From an optimization exercise on the open Yosys and OpenROAD flow, aimed at small area and a short achievable clock period; shortcuts taken in it are not production practice. No run shown here included a check of the RTL's function; only the layout flow was run. Power is estimated from default activity; no workload was simulated.

**design/flow/run.sh**
```bash
#!/bin/bash
# synth_recipe.tcl (not shown) runs the flow's synth.tcl, then flattens the netlist and writes it again
# the make line also repeats each setting of config.mk as NAME=value (left out here)
make -C /OpenROAD-flow-scripts/flow DESIGN_CONFIG=/design/flow/config.mk WORK_HOME=/design/flow/orfs CLKGATE_MAP_FILE= SYNTH_SCRIPT=/design/flow/synth_recipe.tcl finish
```
**design/flow/config.mk**
```make
export PLATFORM = sky130hd
export DESIGN_NAME = wedge_fitter
export DESIGN_NICKNAME = wedge_fitter
export VERILOG_FILES = /design/flow/design.v
export SDC_FILE = /design/flow/constraint.sdc
export NUM_CORES = 4
export LEC_CHECK = 0
export CAP_MARGIN = 20
export CORE_MARGIN = 2
export CORE_UTILIZATION = 40
export SLEW_MARGIN = 20
```
**design/flow/constraint.sdc**
```tcl
create_clock -name core_clock -period 6.5 [get_ports {clock}]
set_input_delay 1.3000 -clock core_clock [delete_from_list [all_inputs] [get_ports {clock}]]
set_output_delay 1.3000 -clock core_clock [all_outputs]
set_load 0.01 [all_outputs]
```
**design/flow/design.v**
```verilog
`timescale 1ns/1ps
module wedge_fitter (
	input logic clock,
	input logic reset,
	input logic clear_status,
	input logic [22:0] data_in,  
	input logic ds,
	output logic hold,
	input logic out_re,
	output logic [22:0] data_out,  
	output logic out_valid,
	output logic out_empty,
	input logic nocut,
	input logic [12:0] chi2cut_value,
	output logic [4:0] wedge_status  
);
	logic [22:0] H;
	logic [22:0] S [15];
	logic [3:0] s_rd, s_wr;
	logic [4:0] i_cnt;
	logic i_empty, i_one, i_full;
	logic push_i, pop_i, s_push, s_pop;
	logic [4:0] i_cnt_next;
	assign push_i = ds && !i_full;
	assign s_push = push_i && !i_empty && !(pop_i && i_one);
	assign s_pop = pop_i && !i_empty && !i_one;
	always_ff @(posedge clock)
	begin
		if (push_i)
			S[s_wr] <= data_in;
	end
	always_ff @(posedge clock)
	begin
		if (pop_i)
			H <= (i_empty || i_one) ? data_in : S[s_rd];
		else if (i_empty)
			H <= data_in;
	end
	always_comb
	begin
		i_cnt_next = i_cnt;
		if (push_i && !pop_i)
			i_cnt_next = i_cnt + 5'd1;
		else if (pop_i && !push_i)
			i_cnt_next = i_cnt - 5'd1;
	end
	always_ff @(posedge clock)
	begin
		if (reset)
		begin
			s_rd <= '0;
			s_wr <= '0;
			i_cnt <= '0;
			i_empty <= 1'b1;
			i_one <= 1'b0;
			i_full <= 1'b0;
			hold <= 1'b0;
		end
		else
		begin
			if (s_push)
				s_wr <= (s_wr == 4'd14) ? 4'd0 : s_wr + 4'd1;
			if (s_pop)
				s_rd <= (s_rd == 4'd14) ? 4'd0 : s_rd + 4'd1;
			i_cnt <= i_cnt_next;
			i_empty <= (i_cnt_next == 5'd0);
			i_one <= (i_cnt_next == 5'd1);
			i_full <= (i_cnt_next == 5'd16);
			hold <= (i_cnt_next >= 5'd12);
		end
	end
	localparam logic [1:0] C_IDLE = 2'd0, C_ROAD = 2'd1, C_WAIT = 2'd2;
	logic [1:0] c_state, c_state_next;
	logic w_ee, w_ep;
	logic t_empty, t_full;
	logic f_idle;
	logic dv;  
	logic drained;
	logic start_road, cand_valid, handoff, invalid_road;
	assign w_ee = H[22];
	assign w_ep = H[21];
	assign drained = t_empty && f_idle && !dv;
	always_comb
	begin
		c_state_next = c_state;
		pop_i = 1'b0;
		start_road = 1'b0;
		cand_valid = 1'b0;
		handoff = 1'b0;
		invalid_road = 1'b0;
		case (c_state)
			C_IDLE:
			begin
				if (!i_empty && w_ee)
					c_state_next = C_WAIT;
				else if (!i_empty && !t_full)
				begin
					pop_i = 1'b1;
					if (w_ep)
						invalid_road = 1'b1;
					else
					begin
						start_road = 1'b1;
						c_state_next = C_ROAD;
					end
				end
			end
			C_ROAD:
			begin
				if (!i_empty && w_ee)
				begin
					invalid_road = 1'b1;
					c_state_next = C_WAIT;
				end
				else if (!i_empty && !t_full)
				begin
					pop_i = 1'b1;
					cand_valid = 1'b1;
					if (w_ep)
						c_state_next = C_IDLE;
				end
			end
			C_WAIT:
			begin
				if (!i_empty && drained)
				begin
					handoff = 1'b1;
					pop_i = 1'b1;
					c_state_next = C_IDLE;
				end
			end
			default: c_state_next = C_IDLE;
		endcase
	end
	always_ff @(posedge clock)
	begin
		if (reset)
			c_state <= C_IDLE;
		else
			c_state <= c_state_next;
	end
	logic [20:0] cur_road;
	logic cur_par;
	logic [12:0] best_chisq;
	logic best_par;
	logic have_cand;
	logic take;
	logic par_h;
	logic pass_r;
	logic tpar_r;
	assign par_h = ^H[20:0];
	assign take = !have_cand || (H[20:8] < best_chisq);
	always_ff @(posedge clock)
	begin
		if (start_road)
		begin
			cur_road <= H[20:0];
			cur_par <= par_h;
		end
		if (cand_valid && take)
		begin
			best_chisq <= H[20:8];
			best_par <= par_h;
		end
		if (cand_valid && w_ep)
		begin
			pass_r <= nocut || (take ? (H[20:8] <= chi2cut_value) : (best_chisq <= chi2cut_value));
			tpar_r <= !(cur_par ^ (take ? par_h : best_par));
		end
	end
	always_ff @(posedge clock)
	begin
		if (reset)
		begin
			have_cand <= 1'b0;
			dv <= 1'b0;
		end
		else
		begin
			dv <= cand_valid && w_ep;
			if (start_road)
				have_cand <= 1'b0;
			else if (cand_valid)
				have_cand <= 1'b1;
		end
	end
	logic [20:0] T_road [8];
	logic [20:0] T_fit [8];
	logic [2:0] t_rd, t_wr;
	logic [3:0] t_cnt, t_cnt_next;
	logic t_push, t_pop;
	assign t_push = dv && pass_r;
	always_ff @(posedge clock)
	begin
		if (cand_valid)
			T_road[t_wr] <= cur_road;
		if (cand_valid && take)
			T_fit[t_wr] <= H[20:0];
	end
	always_comb
	begin
		t_cnt_next = t_cnt;
		if (t_push && !t_pop)
			t_cnt_next = t_cnt + 4'd1;
		else if (t_pop && !t_push)
			t_cnt_next = t_cnt - 4'd1;
	end
	always_ff @(posedge clock)
	begin
		if (reset)
		begin
			t_rd <= '0;
			t_wr <= '0;
			t_cnt <= '0;
			t_empty <= 1'b1;
			t_full <= 1'b0;
		end
		else
		begin
			if (t_push)
				t_wr <= t_wr + 3'd1;
			if (t_pop)
				t_rd <= t_rd + 3'd1;
			t_cnt <= t_cnt_next;
			t_empty <= (t_cnt_next == 4'd0);
			t_full <= (t_cnt_next == 4'd8);
		end
	end
	logic acc;
	logic [21:0] ee_hold;  
	always_ff @(posedge clock)
	begin
		if (reset || handoff)
			acc <= 1'b0;
		else if (t_push)
			acc <= acc ^ tpar_r;
	end
	always_ff @(posedge clock)
	begin
		if (handoff)
			ee_hold <= {H[21:9], acc, H[7:0]};
	end
	localparam logic [1:0] F_IDLE = 2'd0, F_TRK = 2'd1, F_EE = 2'd2;
	logic [1:0] f_state, f_state_next;
	logic o_full, o_empty;
	logic o_push, o_pop;
	logic [22:0] out_word;
	assign f_idle = (f_state == F_IDLE);
	always_comb
	begin
		f_state_next = f_state;
		o_push = 1'b0;
		t_pop = 1'b0;
		case (f_state)
			F_IDLE:
			begin
				if (!t_empty)
				begin
					if (!o_full)
					begin
						o_push = 1'b1;
						f_state_next = F_TRK;
					end
				end
				else if (handoff)
					f_state_next = F_EE;
			end
			F_TRK:
			begin
				if (!o_full)
				begin
					o_push = 1'b1;
					t_pop = 1'b1;
					f_state_next = F_IDLE;
				end
			end
			F_EE:
			begin
				if (!o_full)
				begin
					o_push = 1'b1;
					f_state_next = F_IDLE;
				end
			end
			default: f_state_next = F_IDLE;
		endcase
	end
	always_comb
	begin
		case (f_state)
			F_IDLE: out_word = {2'b00, T_road[t_rd]};
			F_TRK: out_word = {2'b01, T_fit[t_rd]};
			default: out_word = {1'b1, ee_hold};
		endcase
	end
	always_ff @(posedge clock)
	begin
		if (reset)
			f_state <= F_IDLE;
		else
			f_state <= f_state_next;
	end
	logic [22:0] O [16];
	logic [3:0] o_rd, o_wr;
	logic [4:0] o_cnt, o_cnt_next;
	assign o_pop = out_re && !o_empty;
	always_ff @(posedge clock)
	begin
		if (!o_full)
			O[o_wr] <= out_word;
	end
	always_comb
	begin
		o_cnt_next = o_cnt;
		if (o_push && !o_pop)
			o_cnt_next = o_cnt + 5'd1;
		else if (o_pop && !o_push)
			o_cnt_next = o_cnt - 5'd1;
	end
	always_ff @(posedge clock)
	begin
		if (reset)
		begin
			o_rd <= '0;
			o_wr <= '0;
			o_cnt <= '0;
			o_empty <= 1'b1;
			o_full <= 1'b0;
			out_valid <= 1'b0;
		end
		else
		begin
			if (o_push)
				o_wr <= o_wr + 4'd1;
			if (o_pop)
				o_rd <= o_rd + 4'd1;
			o_cnt <= o_cnt_next;
			o_empty <= (o_cnt_next == 5'd0);
			o_full <= (o_cnt_next == 5'd16);
			out_valid <= o_pop;
		end
	end
	always_ff @(posedge clock)
	begin
		data_out <= O[o_rd];
	end
	assign out_empty = o_empty;
	logic in_ovf_seen, invalid_seen;
	always_ff @(posedge clock)
	begin
		if (clear_status || reset)
		begin
			in_ovf_seen <= 1'b0;
			invalid_seen <= 1'b0;
		end
		else
		begin
			in_ovf_seen <= in_ovf_seen | (ds && i_full);
			invalid_seen <= invalid_seen | invalid_road;
		end
	end
	assign wedge_status = {in_ovf_seen, 1'b0, invalid_seen, i_empty, o_empty};
endmodule
```
==> metrics.md, run 1 <==
| Metric | Value |
|---|---|
| Status | finished clean |
| Met1 WL | 42,860 um |
| Sequential fraction of design power | 49.1% |
| Critical Path Source Type | flop |
| Largest family of logic cells by synthesized area | multiplexers |
| Final Hold Fails | 0 |
| Max Fclk | 264.3 MHz |
| Vias in the first global route | 23,820 |
| TritonRoute pass-1 iters | 7 |
| Max clock buf depth | 3 |
| Core area | 117,600 um2 |
| Setup slack after layout | 2.717 ns |
| Hold Path Origin | acc |
| Crit Reg-Reg Startpoint | H[13] |
| Share of cells above drive strength 1 | 25.79% |
| # nets final | 2,558 |
| Seq cells post-synth | 1,216 |
| Worst Hold Depth | 0 |
| Combinational Power Share | 18.7% |
| Post-synth EDFFs | 1,132 |
| DR top layer | met5 |
| DR WL met2 | 53,950 um |
| Std cell rows | 126 |
| Gr ovfl total | 0 |
| Largest cells by area after synthesis | edfxtp_1, mux4_2, dfxtp_1, ha_1, nand2_1 |
| Switching Fraction | 27.27% |
| Syn Inst Count | 2,319 |
| Total Routing Usage GR | 17.38% |
| Total power | 0.02135 W |
| Top-count cell post-synth | edfxtp_1 |
| Period utilization | 58.20% |
| PwrDens | 395.0 nW/um2 |
| Post-synthesis compound-gate area fraction | 1.998% |
| Crit path time final | 3.783 ns |
| Hold WC Path Type | reg2reg |
| Post-synthesis sequential area ratio | 75.45% |
| Async S/R FF share, synth | 0% |
| Worst reg2reg setup slack | 2.72 ns |
| Initial antenna violation count | 3 |
| Req. time, crit path | 6.88 ns |
| DRC | 0 |
| Adder-cell share of the synthesized area | 1.429% |
| Syn avg cell area | 20.39 um2 |
| Chip width | 347.8 um |
| Synth Area in Simple Gates | 3.493% |
| Detail Route met3 WL | 5133 um |
| CTS Buf Count | 120 |
| Cts hold-fix bufs | 0 |
| CTS H-Tree Depth | 3 |
| Setup slack at placement | 2.667 ns |
| Wire per inst | 25.44 um |
| CTS resizes | 0 |
| DR vias | 22,470 |
| Netlist Area Pre-Place | 47,280 um2 |
| Slew Limit Fails | 0 |
| Worst-Margin Slew | 1.016 ns |
| Mux cell area share after synthesis | 15.41% |
| Iter 0 DRT Violations | 2,004 |
| Area Growth Syn to Fin | 14.33% |
| CTS tree | done |
| Capturing point of the worst reg2reg path | T_fit[0][13] |
| Die area | 121,000 um2 |
| RSZ-0062 raised after global routing | no |
| Post-DR vias/cell | 5.474 |
| Most frequent cells after synthesis | edfxtp_1, mux4_2, nand2_1 |
| Post-synthesis xor/xnor area fraction | 0.8468% |
| Hold path endpoint | ee_hold[8] |
| Largest net degree at the start of global routing | 62 |
| Input/output buffers | 71 |
| Lkg Pwr | 16.94 nW |
| Clock share of power | 32.2% |
| Final setup viols | 0 |
| R2R depth | 8 |
| Final instance area | 54,060 um2 |
| CTS sink cnt | 1,216 |
| Clock slew at reported path FFs | 0.06 ns |
| Max-slew headroom | 31.87% |
| Max cap viols | 0 |
| Top_reg_cell synth | edfxtp_1 |
| I/O pin total | 73 |
| Filler Cells Inserted | 9,763 |
| Synth unique cells | 71 |
| Power Internal | 0.01553 W |
| Setup TNS | 0 ns |
| Warnings, synthesis | 1 |
| GP Congestion | 0.7944 |
| Crit path arrival time | 4.16 ns |
| Worst vdd ir | 252.4 uV |
| CP Max Fanout | 14 |
| Setup Fix Bufs, Post-CTS | 0 |
| Initial Utilization | 40.20% |
| Clock skew | 0.04937 ns |
| Yosys top cell area share | 71.90% |
| Die Y | 347.8 um |
| Routed wire length | 104,400 um |
| Largest area contributor in the netlist | edfxtp_1 |
| Clk root buf | clkbuf_16 |
| Clk latency of the worst-skew pair | 0.73 ns |
| DP Wirelength | 59,610 um |
| Antenna-violating nets left | 0 |
| CP Class | reg2reg |
| Net count after synthesis | 2,415 |
| Post-DP Area | 50,090 um2 |
| Switching pwr | 0.005823 W |
| First-pass GRT wire length | 155,700 um |
| CP Capture Type | flop |
[power by group through the flow]
stage	Combinational [W]	Clock (W)	Sequential, W
6_report	0.00400	0.00688	0.0105
5_1_grt	0.00436	0.00731	0.0106
4_1_cts	0.00409	0.00700	0.0105
3_5_place_dp	0.00408	0	0.0107
3_3_place_gp	0.00397	0	0.0106
2_1_floorplan	0.00273	0	0.0104
[metal layers]
layer	vias to the layer above	GRT usage [%]
met5	-	0
met4	4	4.877
met3	160	2.501
met2	619	30.38
met1	12010	22.67
li1	9682	-
[worst max-delay path by stage]
stage	from	endpoint	slack, ns
2_1_floorplan	ds	S[0][0]	2.65
3_3_place_gp	ds	S[11][2]	2.70
3_5_place_dp	H[13]	T_fit[0][9]	2.67
4_1_cts	H[13]	T_fit[0][5]	2.62
5_1_grt	H[13]	T_fit[0][13]	2.45
6_report	H[13]	T_fit[0][13]	2.72
[cell type report]
cell class                 instances  area, um2  share of cell area [%]
timing repair buffer             133       1171                   2.167
clock inverter                    82      802.0                   1.484
sequential                      1216      35700                   66.05
tap                             1536       1922                   3.555
inverter                          40      150.1                  0.2778
antenna                            2      5.005                0.009259
multi-input combinational        951      11140                   20.62
clock buffer                     145       3159                   5.845
[flip-flops by register name, summed over array words and instances (netlist names), 5 cells and up, named ones only]
name,count
o_cnt,5
S,345
T_road,168
O,368
data_out,23
cur_road,21
ee_hold,22
best_chisq,13
H,23
i_cnt,5
T_fit,168
[worst max-delay path, cell delays in order (launching register included)]
cell      delay [ns]
edfxtp_1        0.84
ha_1            0.35
nand4_1         0.13
a211oi_1        0.07
nor4_1          0.28
nor2_1          0.19
or2_2           0.39
nor3_2          0.78
buf_4           0.39
[stage by stage]
step	std cells	utilization, %	hold slack [ns]
detailed placement	3876	42.59	0.4561
floorplan	2319	-	0.4280
global placement	3876	42.59	0.4476
global route	4103	45.96	0.4601
finish	4105	45.96	0.4362
CTS	4103	45.96	0.4501
[placed cells by master, fill, tap and decap left out, drive strengths merged, types with 54 or more instances in the layout]
master	instances
buf	63
clkbuf	145
clkdlybuf4s50	70
clkinv	60
dfxtp	84
edfxtp	1132
ha	54
mux4	291
nand2	167
nor2	81
[cell families (layout without fill, tap and decap cells)]
family / after synthesis / count (layout)
buf+inv: 152 / 400
compound gates: 139 / 139
other cells: 1 / 3
xor+xnor: 44 / 44
simple gates: 354 / 354
fa+ha+maj: 54 / 54
mux: 359 / 359
flops: 1216 / 1216
==> run 2: changes to the inputs <==
--- a/design/flow/config.mk
+++ b/design/flow/config.mk
@@ -7,5 +7,5 @@
 export LEC_CHECK = 0
 export CAP_MARGIN = 20
 export CORE_MARGIN = 2
-export CORE_UTILIZATION = 40
+export CORE_UTILIZATION = 70
 export SLEW_MARGIN = 20
==> metrics.md, run 2 <==
| Metric | Value |
|---|---|
| Most frequent cells after synthesis | edfxtp_1, mux4_2, nand2_1 |
| Commonest cells after routing, fill and taps aside | edfxtp_1, mux4_2, nand2_1 |
| Post-synth EDFFs | 1,132 (unchanged) |
| Antenna-violating nets left | 0 (unchanged) |
| Cell with the largest stage delay on the worst path | edfxtp_1 |
| Lkg Pwr | 16.98 nW (+0.20%) |
| Largest net degree at the start of global routing | 68 (+9.7%) |
| DRC | 0 (unchanged) |
| Die Y | 263.9 um (-24%) |
| Max-slew headroom | 32.17% (+0.31 points) |
| CTS sink cnt | 1,216 (unchanged) |
| Input/output buffers | 71 (unchanged) |
| Post-synthesis sequential area ratio | 75.45% (unchanged) |
| First-pass GRT wire length | 151,100 um (-3.0%) |
| Capturing point of the worst reg2reg path | T_fit[1][20] |
| Total power | 0.02116 W (-0.91%) |
| CP top delay family | simple AND/OR/NAND/NOR gates |
| Core area | 67,040 um2 (-43%) |
| CP Cell Sequence | ha_1 -> a21oi_1 -> o21ai_0 -> nor4_1 -> nor2_1 -> or2_2 -> nor3_2 -> buf_4 |
| Worst vdd ir | 377.5 uV (+50%) |
| Worst Hold Depth | 0 (unchanged) |
| Share of cells above drive strength 1 | 25.66% (-0.13 points) |
| R2R depth | 8 (unchanged) |
| CP Capture Type | flop |
| Initial antenna violation count | 0 (-3) |
| CTS Buf Count | 116 (-3.3%) |
| Clk root buf | clkbuf_16 |
| Largest area contributor in the netlist | edfxtp_1 |
| Gr ovfl total | 0 (unchanged) |
| Period utilization | 53.76% (-4.4 points) |
| Max reg flops | 368 (unchanged) |
| Die area | 69,640 um2 (-42%) |
| I/O pin total | 73 (unchanged) |
| Top flop regs | O: 368 flops, S: 345 flops |
| Seq cells post-synth | 1,216 (unchanged) |
| Largest cells by area after synthesis | edfxtp_1, mux4_2, dfxtp_1, ha_1, nand2_1 |
| # nets final | 2,568 (+0.39%) |
| Yosys top cell area share | 71.90% (unchanged) |
| CTS resizes | 0 (unchanged) |
| Slowest stage delay, CP | 0.62 ns (-0.22 ns) |
| Post-DR vias/cell | 6.602 (+21%) |
| Final Hold Fails | 0 (unchanged) |
| Syn avg cell area | 20.39 um2 (unchanged) |
| TritonRoute pass-1 iters | 6 (-1) |
| CTS tree | done |
| Status | finished clean |
| DR vias | 22,750 (+1.3%) |
| Chip width | 263.9 um (-24%) |
| Setup TNS | 0 ns (unchanged) |
| CP Max Fanout | 14 (unchanged) |
| Max Fclk | 286.2 MHz (+8.3%) |
| Final setup viols | 0 (unchanged) |
| Routed wire length | 100,100 um (-4.1%) |
| Worst reg2reg setup slack | 3.01 ns (+0.29 ns) |
| Synth unique cells | 71 (unchanged) |
| Setup Fix Bufs, Post-CTS | 0 (unchanged) |
| Total Routing Usage GR | 29.82% (+12 points) |
| Clock slew at reported path FFs | 0.06 ns (about the same) |
| Area Growth Syn to Fin | 12.43% |
| Async S/R FF share, synth | 0% (unchanged) |
| PwrDens | 398.0 nW/um2 (+0.77%) |
| Initial Utilization | 70.53% (+30 points) |
| Iter 0 DRT Violations | 2,428 (+21%) |
| Clock skew | 0.02445 ns (-0.02492 ns) |
| Vias in the first global route | 24,110 (+1.3%) |
| Critical Path Source Type | flop |
| DP Wirelength | 55,800 um (-6.4%) |
| Std cell rows | 95 (-25%) |
| Slew Limit Fails | 0 (unchanged) |
| Crit path buf inv count | 1 (unchanged) |
| Top-count cell post-synth | edfxtp_1 |
| CP Class | reg2reg |
| Top_reg_cell synth | edfxtp_1 |
| Cts hold-fix bufs | 0 (unchanged) |
| Wire per inst | 29.06 um (+14%) |
| Crit path arrival time | 3.84 ns (-0.32 ns) |
| Netlist Area Pre-Place | 47,280 um2 (unchanged) |
| Most common cell after layout, fill and taps aside | edfxtp_1 |
| Warnings, synthesis | 1 (unchanged) |
| Net count after synthesis | 2,415 (unchanged) |
| GP Congestion | 0.8302 (+4.5%) |
| Max cap viols | 0 (unchanged) |
| Largest Register | O |
| Crit path time final | 3.494 ns (-0.2889 ns) |
| Hold path endpoint | ee_hold[8] |
| Hold WC Path Type | reg2reg |
| Hold Path Origin | acc |
| Syn Inst Count | 2,319 (unchanged) |
| Clk latency of the worst-skew pair | 0.68 ns (-0.05 ns) |
| Max clock buf depth | 3 (unchanged) |
| Crit Reg-Reg Startpoint | H[20] |
| RSZ-0062 raised after global routing | no |
| CTS H-Tree Depth | 3 (unchanged) |
| Worst-Margin Slew | 1.017 ns (+0.0009313 ns) |
| Req. time, crit path | 6.85 ns (-0.03 ns) |
## run 2: changes by cell type in the layout (fill, tap and decap cells not counted), moves of 2 or more
cell,delta
clkbuf_8,+5
and2_1,+9
nor2_2,+5
nor2_4,-5
clkinvlp_4,-4
buf_4,+13
clkinv_16,-3
and2_2,-9
clkbuf_16,-2
clkbuf_1,-4
## run 2: report_power, final
group	internal (W)	switching, W	leakage [nW]	total (W)
clock	0.00388	0.00281	1.88	0.00669
sequential	0.00990	0.000588	11.0	0.0105
combinational	0.00172	0.00226	4.14	0.00398
## run 2: through the flow
stage          cell area (um2)  util [%]  cells  worst slack (ns)  hold WS, ns
6_report                 53160     79.29   3446             3.006       0.4696
2_1_floorplan            47280         -   2319             2.655       0.4280
4_1_cts                  53150     79.29   3445             3.010       0.4694
3_5_place_dp             49330     73.58   3227             2.958       0.4537
3_3_place_gp             49320     73.56   3226             2.997       0.4510
5_1_grt                  53150     79.29   3445             2.792       0.4814
## run 2: cell families (layout without fill, tap and decap cells)
group | after synthesis | in the layout | synth area share (%)
flip-flops | 1216 | 1216 | 75.45
multiplexers | 359 | 359 | 15.41
AND/OR/NAND/NOR | 354 | 354 | 3.493
buffers and inverters | 152 | 405 | 1.360
AO/OA/AOI/OAI | 139 | 139 | 1.998
adder cells (fa/ha/maj) | 54 | 54 | 1.429
XOR/XNOR | 44 | 44 | 0.8469
other | 1 | 2 | 0.007931
## run 2: metal layers
layer | part of all wire [%] | routed length (um) | global-route usage, %
met2 | 53 | 53400 | 51.60
met3 | 7.0 | 6968 | 4.111
met5 | 0 | 0 | 0
met4 | 2.2 | 2244 | 8.661
met1 | 37 | 37520 | 40.59
## run 2: area by class of cell
| cell class | count | area, um2 |
|---|---|---|
| Multi-Input combinational cell | 951 | 11110 |
| Sequential cell | 1216 | 35700 |
| Clock buffer | 144 | 3163 |
| Fill cell | 3383 | 13880 |
| Clock inverter | 74 | 661.9 |
| Antenna cell | 1 | 2.502 |
| Tap cell | 873 | 1092 |
| Timing Repair Buffer | 147 | 1280 |
| Inverter | 40 | 150.1 |
## run 2: worst max-delay path by stage
stage                      from           end  slack (ns)  depth (start not counted)
after CTS                 H[20]  T_fit[1][20]        3.01                          8
after global routing      H[10]  T_fit[1][14]        2.79                          8
after floorplan              ds       S[0][0]        2.65                          3
after global placement       ds     S[13][13]        3.00                          5
final                     H[20]  T_fit[1][20]        3.01                          8
after detailed placement     ds     S[13][17]        2.96                          5
==> run 3: changes to the inputs <==
--- a/design/flow/design.v
+++ b/design/flow/design.v
@@ -142,6 +142,7 @@
 	logic [20:0] cur_road;
 	logic cur_par;
 	logic [12:0] best_chisq;
+	logic [7:0] best_track;
 	logic best_par;
 	logic have_cand;
 	logic take;
@@ -160,6 +161,7 @@
 		if (cand_valid && take)
 		begin
 			best_chisq <= H[20:8];
+			best_track <= H[7:0];
 			best_par <= par_h;
 		end
 		if (cand_valid && w_ep)
@@ -192,10 +194,11 @@
 	assign t_push = dv && pass_r;
 	always_ff @(posedge clock)
 	begin
-		if (cand_valid)
+		if (dv)
+		begin
 			T_road[t_wr] <= cur_road;
-		if (cand_valid && take)
-			T_fit[t_wr] <= H[20:0];
+			T_fit[t_wr] <= {best_chisq, best_track};
+		end
 	end
 	always_comb
 	begin
==> metrics.md, run 3 <==
| Metric | Value |
|---|---|
| Area Growth Syn to Fin | 12.23% |
| Top_reg_cell synth | edfxtp_1 |
| Largest net degree at the start of global routing | 72 (+5.9%) |
| Iter 0 DRT Violations | 2,539 (+4.6%) |
| Input/output buffers | 71 (unchanged) |
| Clock share of power | 31.6% (about the same) |
| Sequential fraction of design power | 49.5% (about the same) |
| Max cap viols | 0 (unchanged) |
| Clock slew at reported path FFs | 0.06 ns (about the same) |
| CTS H-Tree Depth | 3 (unchanged) |
| Cts hold-fix bufs | 0 (unchanged) |
| Max-slew headroom | 27.92% (-4.3 points) |
| GP Congestion | 0.8015 (-3.5%) |
| CTS Buf Count | 116 (unchanged) |
| I/O pin total | 73 (unchanged) |
| PwrDens | 396.8 nW/um2 (-0.31%) |
| Hold WC Path Type | reg2reg |
| Async S/R FF share, synth | 0% (unchanged) |
| Final setup viols | 0 (unchanged) |
| DP Wirelength | 54,430 um (-2.4%) |
| Share of cells above drive strength 1 | 24.36% (-1.3 points) |
| Vias in the first global route | 23,840 (-1.1%) |
| Power Internal | 0.01554 W (+0.26%) |
| Setup TNS | 0 ns (unchanged) |
| Fin util | 79.36% (about the same) |
| Critical Path Source Type | flop |
| Switching Fraction | 26.53% (-0.22 points) |
| Post-synth EDFFs | 1,140 (+0.71%) |
| CP top delay family | flip-flops |
| Period utilization | 54.68% (+0.92 points) |
| Placed Cells | 3,220 (-0.22%) |
| Worst Hold Depth | 0 (unchanged) |
| Wire per inst | 29.29 um (+0.79%) |
| Core area | 67,160 um2 (+0.18%) |
| Top-count cell post-synth | edfxtp_1 |
| Netlist Area Pre-Place | 47,490 um2 (+0.45%) |
| Clk root buf | clkbuf_16 |
| CTS resizes | 0 (unchanged) |
| Non-filler cells, final | 3,442 (-0.12%) |
| Initial Utilization | 70.72% (+0.19 points) |
| DR vias | 22,960 (+0.91%) |
| Req. time, crit path | 6.78 ns (-0.07 ns) |
| Syn avg cell area | 20.47 um2 (+0.40%) |
| Std cell rows | 95 (unchanged) |
| Worst vdd ir | 289.3 uV (-23%) |
| Max clock buf depth | 3 (unchanged) |
| Setup Fix Bufs, Post-CTS | 0 (unchanged) |
| Cell with the largest stage delay on the worst path | dfxtp_4 |
| Status | finished clean |
| Largest area contributor in the netlist | edfxtp_1 |
| DRC | 0 (unchanged) |
| First-pass GRT wire length | 150,600 um (-0.30%) |
| Crit path arrival time | 3.83 ns (about the same) |
| Seq cells post-synth | 1,224 (+0.66%) |
| Slew Limit Fails | 0 (unchanged) |
| Combinational Power Share | 18.8% (about the same) |
| Syn Inst Count | 2,320 (+0.043%) |
| CTS sink cnt | 1,224 (+0.66%) |
| Crit path time final | 3.554 ns (+0.05956 ns) |
| Largest Register | O |
| Total Routing Usage GR | 29.77% (-0.055 points) |
| CP Cell Sequence | buf_4 -> buf_4 -> mux4_2 -> mux2_2 -> a22oi_1 -> nand2_1 |
| CP Max Fanout | 46 (+32) |
| Antenna-violating nets left | 0 (unchanged) |
| Switching pwr | 0.005610 W (-0.87%) |
| RSZ-0062 raised after global routing | no |
| Clk latency of the worst-skew pair | 0.67 ns (about the same) |
| Slowest stage delay, CP | 0.95 ns (+0.33 ns) |
| Fin Hold WS | 0.4933 ns (+0.02368 ns) |
| Gr ovfl total | 0 (unchanged) |
| Crit path buf inv count | 2 (+1) |
| Routed wire length | 100,800 um (+0.67%) |
| Largest cells by area after synthesis | edfxtp_1, mux4_2, dfxtp_1, ha_1, nand2_1 |
| Post-DR vias/cell | 6.671 (+1.0%) |
| Final Hold Fails | 0 (unchanged) |
| Total power | 0.02115 W (about the same) |
| Yosys top cell area share | 72.08% (+0.19 points) |
| Clock skew | 0.01648 ns (-0.007974 ns) |
| # nets final | 2,562 (-0.23%) |
| TritonRoute pass-1 iters | 5 (-1) |
| Worst-Margin Slew | 1.079 ns (+0.06129 ns) |
| Die Y | 264.5 um (+0.22%) |
| Most frequent cells after synthesis | edfxtp_1, mux4_2, nand2_1 |
| CP Capture Type | flop |
| Commonest cells after routing, fill and taps aside | edfxtp_1, mux4_2, nand2_1 |
| Most common cell after layout, fill and taps aside | edfxtp_1 |
| Cell depth of the worst setup path | 6 (-2) |
| Die area | 69,940 um2 (+0.44%) |
| Max reg flops | 368 (unchanged) |
| Post-synthesis sequential area ratio | 75.62% (+0.17 points) |
| Lkg Pwr | 16.94 nW (-0.25%) |
| Max Fclk | 281.4 MHz (-1.7%) |
| CP Class | reg2reg |
| Warnings, synthesis | 1 (unchanged) |
| Net count after synthesis | 2,416 (+0.041%) |
| R2R depth | 6 (-2) |
| Chip width | 264.5 um (+0.22%) |
| Synth unique cells | 74 (+4.2%) |
| Initial antenna violation count | 5 (+5) |
| Top flop regs | O: 368 flops, S: 345 flops |
| Crit path top cell by count | buf_4 |
| CTS tree | done |
run 3: final timing paths:
check        startpoint    endpoint  slack, ns
max                flop    O[11][7]       2.95
min                 acc  ee_hold[8]       0.49
max reg2reg        flop    O[11][7]       2.95
min reg2reg         acc  ee_hold[8]       0.49
run 3: cell type report:
class,instances,area [um2]
Clock inverter,40,473.0
Multi-Input combinational cell,946,11080
Sequential cell,1224,35940
Fill cell,3291,13860
Antenna cell,3,7.507
Inverter,41,153.9
Tap cell,873,1092
Clock buffer,178,3329
Timing Repair Buffer,137,1221
run 3: metrics by stage:
stage / instance area, um2 / worst slack, ns
after floorplan: 47490 / 2.600
after global placement: 49460 / 2.964
after detailed placement: 49460 / 2.868
after CTS: 53260 / 2.857
after global routing: 53300 / 2.599
final: 53300 / 2.946
run 3: cells by family (layout without fill, tap and decap cells):
kind of cell / count (synthesis) / after routing / share of synthesized area (%)
compound gates: 146 / 146 / 2.084
xor+xnor: 42 / 42 / 0.7904
fa+ha+maj: 54 / 54 / 1.423
buf+inv: 150 / 396 / 1.344
flops: 1224 / 1224 / 75.62
mux: 359 / 359 / 15.34
other cells: 1 / 4 / 0.007896
simple gates: 344 / 344 / 3.385
run 3: power groups by stage:
stage | registers, W | clock network, W | logic (W)
6_report | 0.0105 | 0.00669 | 0.00399
5_1_grt | 0.0105 | 0.00703 | 0.00428
4_1_cts | 0.0105 | 0.00677 | 0.00396
3_5_place_dp | 0.0107 | 0 | 0.00392
3_3_place_gp | 0.0106 | 0 | 0.00378
2_1_floorplan | 0.0103 | 0 | 0.00283
run 3: metal layers:
layer  wire length (um)  vias to the layer above  global-route usage, %
met4               2346                        0                  8.492
li1                   -                     9697                      -
met1              38710                    12150                  41.24
met5                  0                        -                      0
met2              52900                      944                  50.81
met3               6841                      168                  4.180
==> run 4: changes to the inputs <==
--- a/design/flow/design.v
+++ b/design/flow/design.v
@@ -29,10 +29,19 @@
 		if (push_i)
 			S[s_wr] <= data_in;
 	end
+	logic [14:0] s_rd_dec;
+	logic [22:0] s_head;
+	always_comb
+	begin
+		s_rd_dec = 15'd1 << s_rd;
+		s_head = '0;
+		for (int k = 0; k < 15; k++)
+			s_head = s_head | (S[k] & {23{s_rd_dec[k]}});
+	end
 	always_ff @(posedge clock)
 	begin
 		if (pop_i)
-			H <= (i_empty || i_one) ? data_in : S[s_rd];
+			H <= (i_empty || i_one) ? data_in : s_head;
 		else if (i_empty)
 			H <= data_in;
 	end
@@ -288,11 +297,21 @@
 			default: f_state_next = F_IDLE;
 		endcase
 	end
+	logic [7:0] t_rd_dec;
+	logic [20:0] t_head_road, t_head_fit;
 	always_comb
 	begin
+		t_rd_dec = 8'd1 << t_rd;
+		t_head_road = '0;
+		t_head_fit = '0;
+		for (int k = 0; k < 8; k++)
+		begin
+			t_head_road = t_head_road | (T_road[k] & {21{t_rd_dec[k] && f_state == F_IDLE}});
+			t_head_fit = t_head_fit | (T_fit[k] & {21{t_rd_dec[k] && f_state == F_TRK}});
+		end
 		case (f_state)
-			F_IDLE: out_word = {2'b00, T_road[t_rd]};
-			F_TRK: out_word = {2'b01, T_fit[t_rd]};
+			F_IDLE: out_word = {2'b00, t_head_road | t_head_fit};
+			F_TRK: out_word = {2'b01, t_head_road | t_head_fit};
 			default: out_word = {1'b1, ee_hold};
 		endcase
 	end
@@ -343,9 +362,18 @@
 			out_valid <= o_pop;
 		end
 	end
+	logic [15:0] o_rd_dec;
+	logic [22:0] o_head;
+	always_comb
+	begin
+		o_rd_dec = 16'd1 << o_rd;
+		o_head = '0;
+		for (int k = 0; k < 16; k++)
+			o_head = o_head | (O[k] & {23{o_rd_dec[k]}});
+	end
 	always_ff @(posedge clock)
 	begin
-		data_out <= O[o_rd];
+		data_out <= o_head;
 	end
 	assign out_empty = o_empty;
 	logic in_ovf_seen, invalid_seen;
--- a/design/flow/config.mk
+++ b/design/flow/config.mk
@@ -8,4 +8,5 @@
 export CAP_MARGIN = 20
 export CORE_MARGIN = 2
 export CORE_UTILIZATION = 70
+export CTS_BUF_LIST = sky130_fd_sc_hd__clkbuf_8
 export SLEW_MARGIN = 20
==> metrics.md, run 4 <==
| Metric | Value |
|---|---|
| Netlist Area Pre-Place | 45,570 um2 (-4.0%) |
| CTS H-Tree Depth | 4 (+1) |
| Max reg flops | 368 (unchanged) |
| Sequential fraction of design power | 52.7% (+3.2 points) |
| Setup slack after layout | 3.064 ns (+0.1175 ns) |
| Largest cells by area after synthesis | edfxtp_1, a22oi_1, dfxtp_1, ha_1, a221oi_1 |
| Die Y | 259.1 um (-2.0%) |
| CP Max Fanout | 30 (-35%) |
| Net count after synthesis | 2,797 (+16%) |
| Power Internal | 0.01421 W (-8.6%) |
| Slew Limit Fails | 0 (unchanged) |
| Clk latency of the worst-skew pair | 0.84 ns (+0.17 ns) |
| Total Routing Usage GR | 34.35% (+4.6 points) |
| RSZ-0062 raised after global routing | no |
| Vias in the first global route | 26,860 (+13%) |
| DR vias | 26,570 (+16%) |
| Syn Inst Count | 2,689 (+16%) |
| Antenna-violating nets left | 0 (unchanged) |
| Share of cells above drive strength 1 | 13.99% (-10 points) |
| CTS sink cnt | 1,217 (-0.57%) |
| CTS resizes | 0 (unchanged) |
| Status | finished clean |
| CP Capture Type | flop |
| CTS Buf Count | 179 (+54%) |
| Core area | 64,460 um2 (-4.0%) |
| Max-slew headroom | 26.13% (-1.8 points) |
| Largest area contributor in the netlist | edfxtp_1 |
| Gr ovfl total | 0 (unchanged) |
| Critical Path Source Type | flop |
| Top_reg_cell synth | edfxtp_1 |
| Switching Fraction | 28.98% (+2.4 points) |
| CP Class | reg2reg |
| Combinational Power Share | 18.8% (about the same) |
| # nets final | 2,993 (+17%) |
| Max Fclk | 291.0 MHz (+3.4%) |
| Worst reg2reg setup slack | 3.06 ns (+0.12 ns) |
| Synth unique cells | 68 (-8.1%) |
| GP Congestion | 0.8055 (+0.50%) |
| Crit path arrival time | 3.88 ns (+0.05 ns) |
| Syn avg cell area | 16.95 um2 (-17%) |
| Switching pwr | 0.005797 W (+3.3%) |
| Hold WC Path Type | reg2reg |
| Most common cell after layout, fill and taps aside | edfxtp_1 |
| Wire per inst | 29.06 um (-0.76%) |
| Largest net degree at the start of global routing | 51 (-29%) |
| Max cap viols | 0 (unchanged) |
| Post-DR vias/cell | 6.831 (+2.4%) |
| Clock skew | 0.03445 ns (+0.01797 ns) |
| Lkg Pwr | 17.04 nW (+0.60%) |
| Largest Register | O |
| Input/output buffers | 71 (unchanged) |
| Routed wire length | 113,000 um (+12%) |
| Worst vdd ir | 351.0 uV (+21%) |
| DP Wirelength | 63,750 um (+17%) |
| TritonRoute pass-1 iters | 9 (+4) |
| CTS tree | done |
| Top-count cell post-synth | edfxtp_1 |
| Post-synthesis sequential area ratio | 78.51% (+2.9 points) |
| Area Growth Syn to Fin | 11.96% |
| Initial antenna violation count | 1 (-4) |
| Iter 0 DRT Violations | 3,673 (+45%) |
| Clk root buf | clkbuf_8 |
| Final setup viols | 0 (unchanged) |
| Top flop regs | O: 368 flops, S: 345 flops |
| Chip width | 259.1 um (-2.0%) |
| Warnings, synthesis | 1 (unchanged) |
| Crit path time final | 3.436 ns (-0.1175 ns) |
| Commonest cells after routing, fill and taps aside | edfxtp_1, a22oi_1, clkbuf_8 |
| Setup Fix Bufs, Post-CTS | 0 (unchanged) |
| PwrDens | 392.1 nW/um2 (-1.2%) |
| Die area | 67,160 um2 (-4.0%) |
| Worst-Margin Slew | 1.104 ns (+0.02530 ns) |
| Async S/R FF share, synth | 0% (unchanged) |
| Setup slack at placement | 2.911 ns (+0.04315 ns) |
| Req. time, crit path | 6.95 ns (+0.17 ns) |
| Cts hold-fix bufs | 0 (unchanged) |
| I/O pin total | 73 (unchanged) |
| Period utilization | 52.87% (-1.8 points) |
| Yosys top cell area share | 75.12% (+3.0 points) |
| DRC | 0 (unchanged) |
| Filler Cells Inserted | 3,502 (+6.4%) |
| Std cell rows | 93 (-2.1%) |
| Fin util | 79.14% (-0.22 points) |
| First-pass GRT wire length | 165,800 um (+10%) |
| Max clock buf depth | 3 (unchanged) |
| Most frequent cells after synthesis | edfxtp_1, a22oi_1, clkbuf_1 |
| Clock slew at reported path FFs | 0.06 ns (about the same) |
| Setup TNS | 0 ns (unchanged) |
| Post-synth EDFFs | 1,140 (unchanged) |
| Seq cells post-synth | 1,217 (-0.57%) |
| Initial Utilization | 70.69% (about the same) |
| Final Hold Fails | 0 (unchanged) |
| Clock share of power | 28.6% (-3.0 points) |
-- run 4: area by class of cell --
class,count,area [um2],share of cell area [%]
diodes,3,7.507,0.01471
clock buffers,188,2587,5.072
clock inverters,139,772.0,1.513
inverters,52,195.2,0.3826
multi-input cells,1277,9253,18.14
flip-flops and latches,1217,35780,70.12
well taps,855,1070,2.097
repair buffers,158,1359,2.663
-- run 4: routing by layer --
metal  global-route usage [%]  part of all wire, %
met1                    46.07                   36
met2                    56.02                   49
met3                    6.844                   11
met5                        0                    0
met4                    14.51                  3.7
-- run 4: metrics by stage --
step	power (W)	hold slack (ns)	area [um2]	std cells
6_report	0.02000	0.4748	51020	3889
5_1_grt	0.02067	0.5024	51010	3887
4_1_cts	0.01999	0.4763	51010	3886
2_1_floorplan	0.01274	0.4280	45570	2689
3_5_place_dp	0.01439	0.4643	47650	3559
3_3_place_gp	0.01420	0.4601	47640	3559
-- run 4: worst paths after layout --
| check | start | to | depth (start not counted) |
|---|---|---|---|
| min | O[8][20] | data_out[20] | 2 |
| min reg2reg | O[8][20] | data_out[20] | 2 |
| max | f_state[1] | O[3][14] | 8 |
| max reg2reg | f_state[1] | O[3][14] | 8 |
-- run 4: cells by family after synthesis --
kind of cell | Yosys count | share of synthesized area (%)
and+or+nand+nor | 471 | 5.170
xor gates and xnor gates | 40 | 0.8155
adders and majority gates | 66 | 1.812
buffers and inverters | 195 | 1.697
DFF | 1217 | 78.51
AOI/OAI and AO/OA | 647 | 10.73
muxes | 52 | 1.260
other | 1 | 0.008229
-- run 4: critical path: stages, from the launching register on --
cell and delay (ns):
dfxtp_1 0.35, inv_1 0.09, ha_1 0.50, or2_0 0.22, clkinv_1 0.52, buf_4 0.49, a221oi_1 0.29, nand3_1 0.14
o22a_1 0.45
-- run 4: power groups by stage --
stage / Clock [W] / Sequential [W] / Combinational, W
global placement: 0 / 0.0106 / 0.00356
CTS: 0.00574 / 0.0105 / 0.00371
detailed placement: 0 / 0.0107 / 0.00370
finish: 0.00571 / 0.0105 / 0.00375
global route: 0.00608 / 0.0106 / 0.00401
floorplan: 0 / 0.0105 / 0.00226
==> run 5: changes to the inputs <==
--- a/design/flow/config.mk
+++ b/design/flow/config.mk
@@ -8,5 +8,4 @@
 export CAP_MARGIN = 20
 export CORE_MARGIN = 2
 export CORE_UTILIZATION = 70
-export CTS_BUF_LIST = sky130_fd_sc_hd__clkbuf_8
 export SLEW_MARGIN = 20
==> metrics.md, run 5 <==
| Metric | Value |
|---|---|
| Total Routing Usage GR | 34.56% (+0.21 points) |
| Iter 0 DRT Violations | 3,706 (+0.90%) |
| CP Max Fanout | 30 (unchanged) |
| Cts hold-fix bufs | 0 (unchanged) |
| Max Fclk | 283.5 MHz (-2.6%) |
| Netlist Area Pre-Place | 45,570 um2 (unchanged) |
| First-pass GRT wire length | 167,100 um (+0.80%) |
| Final Hold Fails | 0 (unchanged) |
| CTS resizes | 0 (unchanged) |
| Initial antenna violation count | 1 (unchanged) |
| Routed wire length | 114,100 um (+0.91%) |
| GP Congestion | 0.8055 (unchanged) |
| Clock slew at reported path FFs | 0.06 ns (about the same) |
| Most frequent cells after synthesis | edfxtp_1, a22oi_1, clkbuf_1 |
| Seq cells post-synth | 1,217 (unchanged) |
| CTS H-Tree Depth | 3 (-1) |
| Status | finished clean |
| Core area | 64,460 um2 (unchanged) |
| CP Class | reg2reg |
| Post-DP Area | 47,650 um2 (unchanged) |
| DRC | 0 (unchanged) |
| Net count after synthesis | 2,797 (unchanged) |
| RSZ-0062 raised after global routing | no |
| I/O pin total | 73 (unchanged) |
| CTS tree | done |
| Setup slack at placement | 2.911 ns (unchanged) |
| Filler Cells Inserted | 3,472 (-0.86%) |
| Gr ovfl total | 0 (unchanged) |
| CP Capture Type | flop |
| Clk latency of the worst-skew pair | 0.70 ns (-0.14 ns) |
| Setup slack after layout | 2.973 ns (-0.09038 ns) |
| Top-count cell post-synth | edfxtp_1 |
| Die Y | 259.1 um (unchanged) |
| Max reg flops | 368 (unchanged) |
| Worst-Margin Slew | 1.139 ns (+0.03539 ns) |
| Share of cells above drive strength 1 | 12.35% (-1.6 points) |
| Syn Inst Count | 2,689 (unchanged) |
| Max-slew headroom | 23.76% (-2.4 points) |
| CTS sink cnt | 1,217 (unchanged) |
| Largest net degree at the start of global routing | 51 (unchanged) |
| Async S/R FF share, synth | 0% (unchanged) |
| Final instance area | 51,260 um2 (+0.47%) |
| PwrDens | 404.2 nW/um2 (+3.1%) |
| Post-synthesis sequential area ratio | 78.51% (unchanged) |
| Commonest cells after routing, fill and taps aside | edfxtp_1, a22oi_1, clkbuf_16 |
| Synth unique cells | 68 (unchanged) |
| Initial Utilization | 70.69% (unchanged) |
| Largest cells by area after synthesis | edfxtp_1, a22oi_1, dfxtp_1, ha_1, a221oi_1 |
| Largest area contributor in the netlist | edfxtp_1 |
| Req. time, crit path | 6.82 ns (-0.13 ns) |
| Crit path arrival time | 3.85 ns (-0.03 ns) |
| DR vias | 26,400 (-0.62%) |
| Post-DR vias/cell | 7.001 (+2.5%) |
| Top_reg_cell synth | edfxtp_1 |
| Final setup viols | 0 (unchanged) |
| Storage cell area | 35,780 um2 (unchanged) |
| Warnings, synthesis | 1 (unchanged) |
| CTS Buf Count | 114 (-36%) |
| Syn avg cell area | 16.95 um2 (unchanged) |
| Vias in the first global route | 26,640 (-0.79%) |
| Slew Limit Fails | 0 (unchanged) |
| TritonRoute pass-1 iters | 6 (-3) |
| Chip width | 259.1 um (unchanged) |
| Most common cell after layout, fill and taps aside | edfxtp_1 |
| Worst vdd ir | 367.3 uV (+4.6%) |
| Lkg Pwr | 16.86 nW (-1.0%) |
| Period utilization | 54.26% (+1.4 points) |
| Hold WC Path Type | reg2reg |
| Post-synth EDFFs | 1,140 (unchanged) |
| Yosys top cell area share | 75.12% (unchanged) |
| Wire per inst | 30.25 um (+4.1%) |
| Clk root buf | clkbuf_16 |
| Input/output buffers | 71 (unchanged) |
| Clock skew | 0.02703 ns (-0.007419 ns) |
| Setup TNS | 0 ns (unchanged) |
| Die area | 67,160 um2 (unchanged) |
| Diodes inserted | 0 (-3) |
| Crit path time final | 3.527 ns (+0.09038 ns) |
| Setup Fix Bufs, Post-CTS | 0 (unchanged) |
| DP Wirelength | 63,750 um (unchanged) |
| Area Growth Syn to Fin | 12.49% |
| Max clock buf depth | 3 (unchanged) |
| Antenna-violating nets left | 0 (unchanged) |
| Std cell rows | 93 (unchanged) |
| Multi-input logic area | 9253 um2 (unchanged) |
| # nets final | 2,928 (-2.2%) |
| Critical Path Source Type | flop |
| Largest Register | O |
| Top flop regs | O: 368 flops, S: 345 flops |
| Max cap viols | 0 (unchanged) |
run 5: cell counts after synthesis:
Identical to the previous run, type by type.
run 5: cell type report:
type | count | share of cell area, %
Sequential cell | 1217 | 69.79
Clock buffer | 138 | 5.866
Clock inverter | 74 | 1.172
Inverter | 52 | 0.3808
Timing Repair Buffer | 158 | 2.651
Multi-Input combinational cell | 1277 | 18.05
Tap cell | 855 | 2.087
run 5: worst paths after layout:
kind | start | to | slack (ns) | cells after the start
min | O[9][9] | data_out[9] | 0.47 | 2
min reg2reg | O[9][9] | data_out[9] | 0.47 | 2
max reg2reg | f_state[1] | O[2][4] | 2.97 | 8
max | f_state[1] | O[2][4] | 2.97 | 8
run 5: report_power, final:
group	switching (W)	total (W)	internal, W
clock network	0.00280	0.00641	0.00361
registers	0.000492	0.0105	0.0100
logic	0.00251	0.00377	0.00126
run 5: logic make-up (layout without fill, tap and decap cells):
| kind of cell | count (synthesis) | after routing | share of synthesized area, % |
|---|---|---|---|
| multiplexers | 52 | 52 | 1.260 |
| flip-flops | 1217 | 1217 | 78.51 |
| buffers and inverters | 195 | 422 | 1.697 |
| XOR/XNOR | 40 | 40 | 0.8155 |
| AND/OR/NAND/NOR | 471 | 471 | 5.170 |
| AO/OA/AOI/OAI | 647 | 647 | 10.73 |
| other | 1 | 1 | 0.008229 |
| adder cells (fa/ha/maj) | 66 | 66 | 1.812 |
run 5: layer usage:
layer / global-route usage (%) / routed length [um] / vias up
met1: 46.23 / 41490 / 13260
met2: 57.65 / 56530 / 1713
met5: 0 / 0 / -
met4: 12.60 / 3945 / 0
met3: 6.581 / 12090 / 280
li1: - / - / 11150
run 5: critical path, cell delays in order, from the launching register on:
cell and delay, ns:
dfxtp_1 0.35, inv_1 0.09, ha_1 0.51, or2_0 0.23, clkinv_1 0.53, buf_4 0.49, a221oi_1 0.30, nand4_1 0.19
o22a_1 0.47
run 5: stage by stage:
step | power, W | cells | hold slack, ns | util [%]
5_1_grt | 0.02133 | 3771 | 0.5176 | 79.52
2_1_floorplan | 0.01274 | 2689 | 0.4280 | -
4_1_cts | 0.02069 | 3771 | 0.4561 | 79.51
6_report | 0.02072 | 3771 | 0.4712 | 79.52
3_5_place_dp | 0.01439 | 3559 | 0.4643 | 73.92
3_3_place_gp | 0.01420 | 3559 | 0.4601 | 73.91
==> run 6: changes to the inputs <==
--- a/design/flow/config.mk
+++ b/design/flow/config.mk
@@ -8,4 +8,6 @@
 export CAP_MARGIN = 20
 export CORE_MARGIN = 2
 export CORE_UTILIZATION = 70
+export CTS_BUF_LIST = sky130_fd_sc_hd__clkbuf_8
+export SETUP_SLACK_MARGIN = 3.9
 export SLEW_MARGIN = 20
==> metrics.md, run 6 <==
| Metric | Value |
|---|---|
| Crit path arrival time | 3.23 ns (-0.62 ns) |
| Syn Inst Count | 2,689 (unchanged) |
| Post-DR vias/cell | 6.943 (-0.82%) |
| CTS Buf Count | 181 (+59%) |
| Top-count cell post-synth | edfxtp_1 |
| Final setup viols | 0 (unchanged) |
| Initial Utilization | 70.69% (unchanged) |
| Yosys top cell area share | 75.12% (unchanged) |
| Antenna-violating nets left | 0 (unchanged) |
| Netlist Area Pre-Place | 45,570 um2 (unchanged) |
| Fin util | 80.67% (+1.2 points) |
| Clock slew at reported path FFs | 0.06 ns (about the same) |
| Wire per inst | 30.28 um (+0.12%) |
| Hold Path Origin | O[9][17] |
| Die Y | 259.1 um (unchanged) |
| Clock skew | 0.04341 ns (+0.01639 ns) |
| GRT Max-Usage Layer | met2 |
| Clk latency of the worst-skew pair | 0.84 ns (+0.14 ns) |
| CP Class | in2reg |
| Clk root buf | clkbuf_8 |
| CTS tree | done |
| Final instance area | 52,010 um2 (+1.5%) |
| Max clock buf depth | 3 (unchanged) |
| Req. time, crit path | 6.94 ns (+0.12 ns) |
| Hold path endpoint | data_out[17] |
| CP Max Fanout | 11 (-63%) |
| Largest net degree at the start of global routing | 51 (unchanged) |
| DP Wirelength | 62,690 um (-1.7%) |
| PwrDens | 393.7 nW/um2 (-2.6%) |
| DRC | 0 (unchanged) |
| Capturing point of the worst reg2reg path | S[10][21] |
| I/O pin total | 73 (unchanged) |
| TritonRoute pass-1 iters | 7 (+1) |
| Top_reg_cell synth | edfxtp_1 |
| Slew Limit Fails | 0 (unchanged) |
| Warnings, synthesis | 1 (unchanged) |
| Most common cell after layout, fill and taps aside | edfxtp_1 |
| CTS sink cnt | 1,217 (unchanged) |
| Cell with the largest stage delay on the worst path | nor2_2 |
| Global routing met1 resource utilization | 46.84% (+0.62 points) |
| Max Fclk | 358.0 MHz (+26%) |
| Post-synth EDFFs | 1,140 (unchanged) |
| Top flop regs | O: 368 flops, S: 345 flops |
| Input/output buffers | 71 (unchanged) |
| Max reg flops | 368 (unchanged) |
| Routed wire length | 119,100 um (+4.4%) |
| Cts hold-fix bufs | 0 (unchanged) |
| Total Routing Usage GR | 35.36% (+0.79 points) |
| Initial antenna violation count | 2 (+1) |
| Max-slew headroom | 27.98% (+4.2 points) |
| # nets final | 3,037 (+3.7%) |
| Net count after synthesis | 2,797 (unchanged) |
| Gr ovfl total | 0 (unchanged) |
| Iter 0 DRT Violations | 4,084 (+10%) |
| CTS H-Tree Depth | 4 (+1) |
| Std cell rows | 93 (unchanged) |
| DR vias | 27,300 (+3.4%) |
| Largest area contributor in the netlist | edfxtp_1 |
| Worst vdd ir | 275.5 uV (-25%) |
| Max cap viols | 0 (unchanged) |
| Lkg Pwr | 17.32 nW (+2.7%) |
| Share of cells above drive strength 1 | 18.76% (+6.4 points) |
| Synth unique cells | 68 (unchanged) |
| Status | finished clean |
| Period utilization | 42.97% (-11 points) |
| Total power | 0.02048 W (-1.2%) |
| Hold WC Path Type | reg2reg |
| Vias in the first global route | 27,240 (+2.2%) |
| CP Capture Type | flop |
| Async S/R FF share, synth | 0% (unchanged) |
| Largest Register | O |
| RSZ-0062 raised after global routing | yes |
| R2R depth | 2 (-6) |
| Worst reg2reg setup slack | 3.73 ns (+0.76 ns) |
| Seq cells post-synth | 1,217 (unchanged) |
| GP Congestion | 0.8051 (about the same) |
| Post-DP Area | 47,810 um2 (+0.35%) |
| Chip width | 259.1 um (unchanged) |
| Met3 Usage GRT | 7.235% (+0.65 points) |
| CP Cell Sequence | clkdlybuf4s50_1 -> nand2b_4 -> nor2_1 -> nand2_2 -> nor2_2 |
| Area Growth Syn to Fin | 14.13% |
| Critical Path Source Type | primary input |
| Post-synthesis sequential area ratio | 78.51% (unchanged) |
| Worst-Margin Slew | 1.080 ns (-0.05907 ns) |
| Commonest cells after routing, fill and taps aside | edfxtp_1, a22oi_1, clkbuf_8 |
| Met2 Track Usage GR | 57.95% (+0.30 points) |
| First-pass GRT wire length | 170,400 um (+1.9%) |
| Die area | 67,160 um2 (unchanged) |
| Setup TNS | 0 ns (unchanged) |
| Crit path time final | 2.793 ns (-0.7339 ns) |
| Most frequent cells after synthesis | edfxtp_1, a22oi_1, clkbuf_1 |
| Final Hold Fails | 0 (unchanged) |
| Syn avg cell area | 16.95 um2 (unchanged) |
| Largest cells by area after synthesis | edfxtp_1, a22oi_1, dfxtp_1, ha_1, a221oi_1 |
| Worst Hold Depth | 2 (unchanged) |
| Core area | 64,460 um2 (unchanged) |
| Slowest stage delay, CP | 0.88 ns (+0.35 ns) |
| Crit Reg-Reg Startpoint | s_wr[3] |
## run 6: power breakdown
group | switching, W | leakage (nW) | internal (W)
registers | 0.000448 | 11.0 | 0.0100
logic | 0.00269 | 4.40 | 0.00145
clock network | 0.00286 | 1.94 | 0.00298
## run 6: logic make-up after synthesis
kind of cell | share of synthesized area, %
simple gates | 5.170
flops | 78.51
compound gates | 10.73
mux | 1.260
fa+ha+maj | 1.812
buf+inv | 1.697
xor+xnor | 0.8155
other cells | 0.008229
## run 6: worst max-delay path by stage
stage	depth (start not counted)	from	slack, ns	to
floorplan	4	ds	3.55	S[0][0]
global placement	4	ds	2.37	S[3][12]
detailed placement	5	ds	2.53	S[3][12]
CTS	1	i_empty	3.71	wedge_status[1]
global route	5	ds	3.72	S[1][15]
finish	5	ds	3.71	S[10][21]
## run 6: stage by stage
step / hold WS, ns / instances / setup slack [ns]
final: 0.4779 / 3932 / 3.707
after global routing: 0.5075 / 3931 / 3.720
after CTS: 0.4780 / 3905 / 3.713
after detailed placement: 0.4636 / 3555 / 2.530
after global placement: 0.4618 / 3554 / 2.372
after floorplan: 0.4280 / 2689 / 3.549
## run 6: layer usage
| layer | wire, um | vias to the layer above |
|---|---|---|
| met2 | 58730 | 2037 |
| met4 | 5279 | 0 |
| met3 | 13910 | 333 |
| li1 | - | 11410 |
| met5 | 0 | - |
| met1 | 41140 | 13520 |
## run 6: layout make-up
| type | instances | area [um2] |
|---|---|---|
| fill | 3364 | 12460 |
| antenna | 2 | 5.005 |
| multi-input combinational | 1288 | 9767 |
| sequential | 1217 | 35810 |
| inverter | 52 | 202.7 |
| clock buffer | 193 | 2656 |
| clock inverter | 136 | 744.5 |
| timing repair buffer | 189 | 1747 |
| tap | 855 | 1070 |
## run 6: worst max-delay path, delay by kind of cell
family	cells	cell delay, ns
buf+inv	1	0.54
simple gates	4	1.38
## run 6: timing repair
item / CTS / global route
resized for setup: 200 / 53
cloned: 7 / 4
pin swaps: 9 / 19
setup endpoints to repair: 706 / 533
buffers inserted: 14 / 21
==> run 7: changes to the inputs <==
--- a/design/flow/config.mk
+++ b/design/flow/config.mk
@@ -9,5 +9,5 @@
 export CORE_MARGIN = 2
 export CORE_UTILIZATION = 70
 export CTS_BUF_LIST = sky130_fd_sc_hd__clkbuf_8
-export SETUP_SLACK_MARGIN = 3.9
+export SETUP_SLACK_MARGIN = 3.5
 export SLEW_MARGIN = 20
==> metrics.md, run 7 <==
| Metric | Value |
|---|---|
| Seq cells post-synth | 1,217 (unchanged) |
| CTS tree | done |
| Global routing met1 resource utilization | 46.10% (-0.75 points) |
| Post-DR vias/cell | 6.819 (-1.8%) |
| Async S/R FF share, synth | 0% (unchanged) |
| Vias in the first global route | 27,000 (-0.87%) |
| Setup slack at placement | 2.605 ns (+0.07504 ns) |
| Total Routing Usage GR | 34.66% (-0.69 points) |
| Core area | 64,460 um2 (unchanged) |
| Largest net degree at the start of global routing | 53 (+3.9%) |
| Max Fclk | 340.2 MHz (-5.0%) |
| Max clock buf depth | 3 (unchanged) |
| Max reg flops | 368 (unchanged) |
| Crit path time final | 2.939 ns (+0.1465 ns) |
| Final setup viols | 0 (unchanged) |
| Met2 Track Usage GR | 56.81% (-1.1 points) |
| Largest cells by area after synthesis | edfxtp_1, a22oi_1, dfxtp_1, ha_1, a221oi_1 |
| First-pass GRT wire length | 167,500 um (-1.7%) |
| Netlist Area Pre-Place | 45,570 um2 (unchanged) |
| CP Class | reg2reg |
| RSZ-0062 raised after global routing | yes |
| Slew Limit Fails | 0 (unchanged) |
| Initial Utilization | 70.69% (unchanged) |
| Period utilization | 45.22% (+2.3 points) |
| Synth unique cells | 68 (unchanged) |
| Std cell rows | 93 (unchanged) |
| Lkg Pwr | 17.12 nW (-1.1%) |
| # nets final | 3,005 (-1.1%) |
| Syn avg cell area | 16.95 um2 (unchanged) |
| Post-synthesis sequential area ratio | 78.51% (unchanged) |
| Worst-Margin Slew | 1.037 ns (-0.04294 ns) |
| Share of cells above drive strength 1 | 14.76% (-4.0 points) |
| Met3 Usage GRT | 7.948% (+0.71 points) |
| Most frequent cells after synthesis | edfxtp_1, a22oi_1, clkbuf_1 |
| GP Congestion | 0.8404 (+4.4%) |
| Warnings, synthesis | 1 (unchanged) |
| Most common cell after layout, fill and taps aside | edfxtp_1 |
| Largest area contributor in the netlist | edfxtp_1 |
| Gr ovfl total | 0 (unchanged) |
| Top-count cell post-synth | edfxtp_1 |
| Top flop regs | O: 368 flops, S: 345 flops |
| CTS sink cnt | 1,217 (unchanged) |
| Largest Register | O |
| I/O pin total | 73 (unchanged) |
| Wire per inst | 29.32 um (-3.2%) |
| Setup slack after layout | 3.561 ns (-0.1465 ns) |
| Top_reg_cell synth | edfxtp_1 |
| Cts hold-fix bufs | 0 (unchanged) |
| Syn Inst Count | 2,689 (unchanged) |
| Net count after synthesis | 2,797 (unchanged) |
| Iter 0 DRT Violations | 3,727 (-8.7%) |
| Chip width | 259.1 um (unchanged) |
| Antenna-violating nets left | 0 (unchanged) |
| Routed wire length | 114,500 um (-3.8%) |
| Clk root buf | clkbuf_8 |
| Input/output buffers | 71 (unchanged) |
| CTS H-Tree Depth | 4 (unchanged) |
| Crit path arrival time | 3.38 ns (+0.15 ns) |
| Hold WC Path Type | reg2reg |
| Critical Path Source Type | flop |
| Initial antenna violation count | 3 (+1) |
| Setup TNS | 0 ns (unchanged) |
| Yosys top cell area share | 75.12% (unchanged) |
| GRT Max-Usage Layer | met2 |
| Commonest cells after routing, fill and taps aside | edfxtp_1, a22oi_1, clkbuf_8 |
| DP Wirelength | 63,960 um (+2.0%) |
| Clock slew at reported path FFs | 0.06 ns (about the same) |
| Clock skew | 0.04595 ns (+0.002537 ns) |
| Filler Cells Inserted | 3,467 (+3.1%) |
| DR vias | 26,630 (-2.5%) |
| Worst vdd ir | 305.7 uV (+11%) |
| Final Hold Fails | 0 (unchanged) |
| TritonRoute pass-1 iters | 6 (-1) |
| Post-synth EDFFs | 1,140 (unchanged) |
| Die area | 67,160 um2 (unchanged) |
| CTS Buf Count | 181 (unchanged) |
| Die Y | 259.1 um (unchanged) |
| Max-slew headroom | 30.84% (+2.9 points) |
| Area Growth Syn to Fin | 12.20% |
| CP Capture Type | flop |
| Status | finished clean |
| PwrDens | 390.1 nW/um2 (-0.90%) |
| Max cap viols | 0 (unchanged) |
| DRC | 0 (unchanged) |
| Clk latency of the worst-skew pair | 0.84 ns (about the same) |
| Req. time, crit path | 6.94 ns (about the same) |
| CP Max Fanout | 29 (+18) |
[run 7: cell counts after synthesis]
No cell type changed its count.
[run 7: layer usage]
layer / vias up / routed length (um)
met5: - / 0
met2: 1734 / 56450
li1: 11340 / -
met3: 294 / 13090
met1: 13260 / 41010
met4: 0 / 3960
[run 7: path summary, 6_finish.rpt]
| check | start | endpoint | slack [ns] | cells past startpoint |
|---|---|---|---|---|
| setup reg to reg | f_state[1] | O[5][14] | 3.56 | 8 |
| hold / removal | acc | ee_hold[8] | 0.46 | 0 |
| hold reg to reg | acc | ee_hold[8] | 0.46 | 0 |
| setup / recovery | f_state[1] | O[5][14] | 3.56 | 8 |
[run 7: final cells by class]
cell class	instances	area [um2]	area share (%)
repair buffers	168	1404	2.746
clock buffers	198	2725	5.330
clock inverters	136	654.4	1.280
multi-input cells	1277	9295	18.18
inverters	52	196.4	0.3842
diodes	2	5.005	0.009789
flip-flops and latches	1217	35780	69.98
well taps	855	1070	2.092
[run 7: kinds of logic after synthesis]
kind of cell               share of synthesized area (%)
buffers and inverters                              1.697
other                                           0.008229
AOI/OAI and AO/OA                                  10.73
DFF                                                78.51
xor gates and xnor gates                          0.8155
and+or+nand+nor                                    5.170
adders and majority gates                          1.812
muxes                                              1.260
[run 7: timing repair]
item / CTS / global route
endpoints found under the hold margin: 0 / 0
buffers inserted: 1 / 4
pin swaps: 1 / 0
gates resized for setup: 35 / 6
endpoints found under the setup margin: 275 / 81
[run 7: worst max-delay path: stages, from the launching register on]
cell and delay [ns]:
dfxtp_1 0.35, inv_1 0.09, ha_1 0.36, or2_0 0.24, clkinv_2 0.28, buf_4 0.36
a221oi_1 0.27, nand3_1 0.12, o22a_1 0.47
[run 7: through the flow]
| step | instance area (um2) | total power (W) | util, % | hold slack [ns] | instances |
|---|---|---|---|---|---|
| after floorplan | 45630 | 0.01274 | - | 0.4280 | 2689 |
| after global placement | 47700 | 0.01421 | 74.00 | 0.4368 | 3563 |
| after detailed placement | 47700 | 0.01439 | 74.00 | 0.4471 | 3563 |
| after CTS | 51070 | 0.01994 | 79.22 | 0.4595 | 3898 |
| after global routing | 51130 | 0.02062 | 79.31 | 0.4695 | 3905 |
| final | 51130 | 0.01995 | 79.31 | 0.4647 | 3905 |
[run 7: power breakdown]
group	internal (W)	switching (W)	total, W
combinational	0.00121	0.00249	0.00371
clock	0.00286	0.00285	0.00571
sequential	0.0100	0.000481	0.0105
total	0.0141	0.00583	0.0199

-- re-timing with driven ports --
The flow's constraints put no driver on any port. The routed layouts listed below were extracted and timed again, unchanged, in two steps. Step 1 (the two cells are an assumption about what drives the block):
set clk [get_ports {clock}]
set_driving_cell -lib_cell sky130_fd_sc_hd__clkbuf_16 $clk
set_driving_cell -lib_cell sky130_fd_sc_hd__buf_2 [delete_from_list [all_inputs] $clk]
Step 2 adds t to the input delays and takes it off the output delays; t is the mean of the earliest and latest rising clock arrival at the registers after step 1. Input paths then give back, and output paths get back, about the clock's delay inside the block. a / b / c = no drivers / after step 1 / after step 2; a / b = the first two.
run	t (ns)	slack for setup (ns)	slew at the worst register clock pin (ns)	cell pins on the clock port's net
run 1	0.779	2.717 / 2.717 / 2.698	0.07 / 0.07	1
run 2	0.729	3.006 / 3.006 / 2.881	0.07 / 0.07	1
run 3	0.734	2.946 / 2.946 / 2.931	0.07 / 0.07	1
run 4	0.883	3.064 / 3.006 / 2.823	0.07 / 0.07	1
run 5	0.752	2.973 / 2.973 / 2.849	0.07 / 0.07	1
run 6	0.885	3.707 / 3.730 / 2.860	0.08 / 0.08	1
run 7	0.881	3.561 / 3.561 / 2.919	0.07 / 0.07	1
After both steps every run listed still meets setup and hold. For run 6, which loses most, drivers alone change the setup slack by +0.023 ns; drivers and shift together by -0.847 ns.
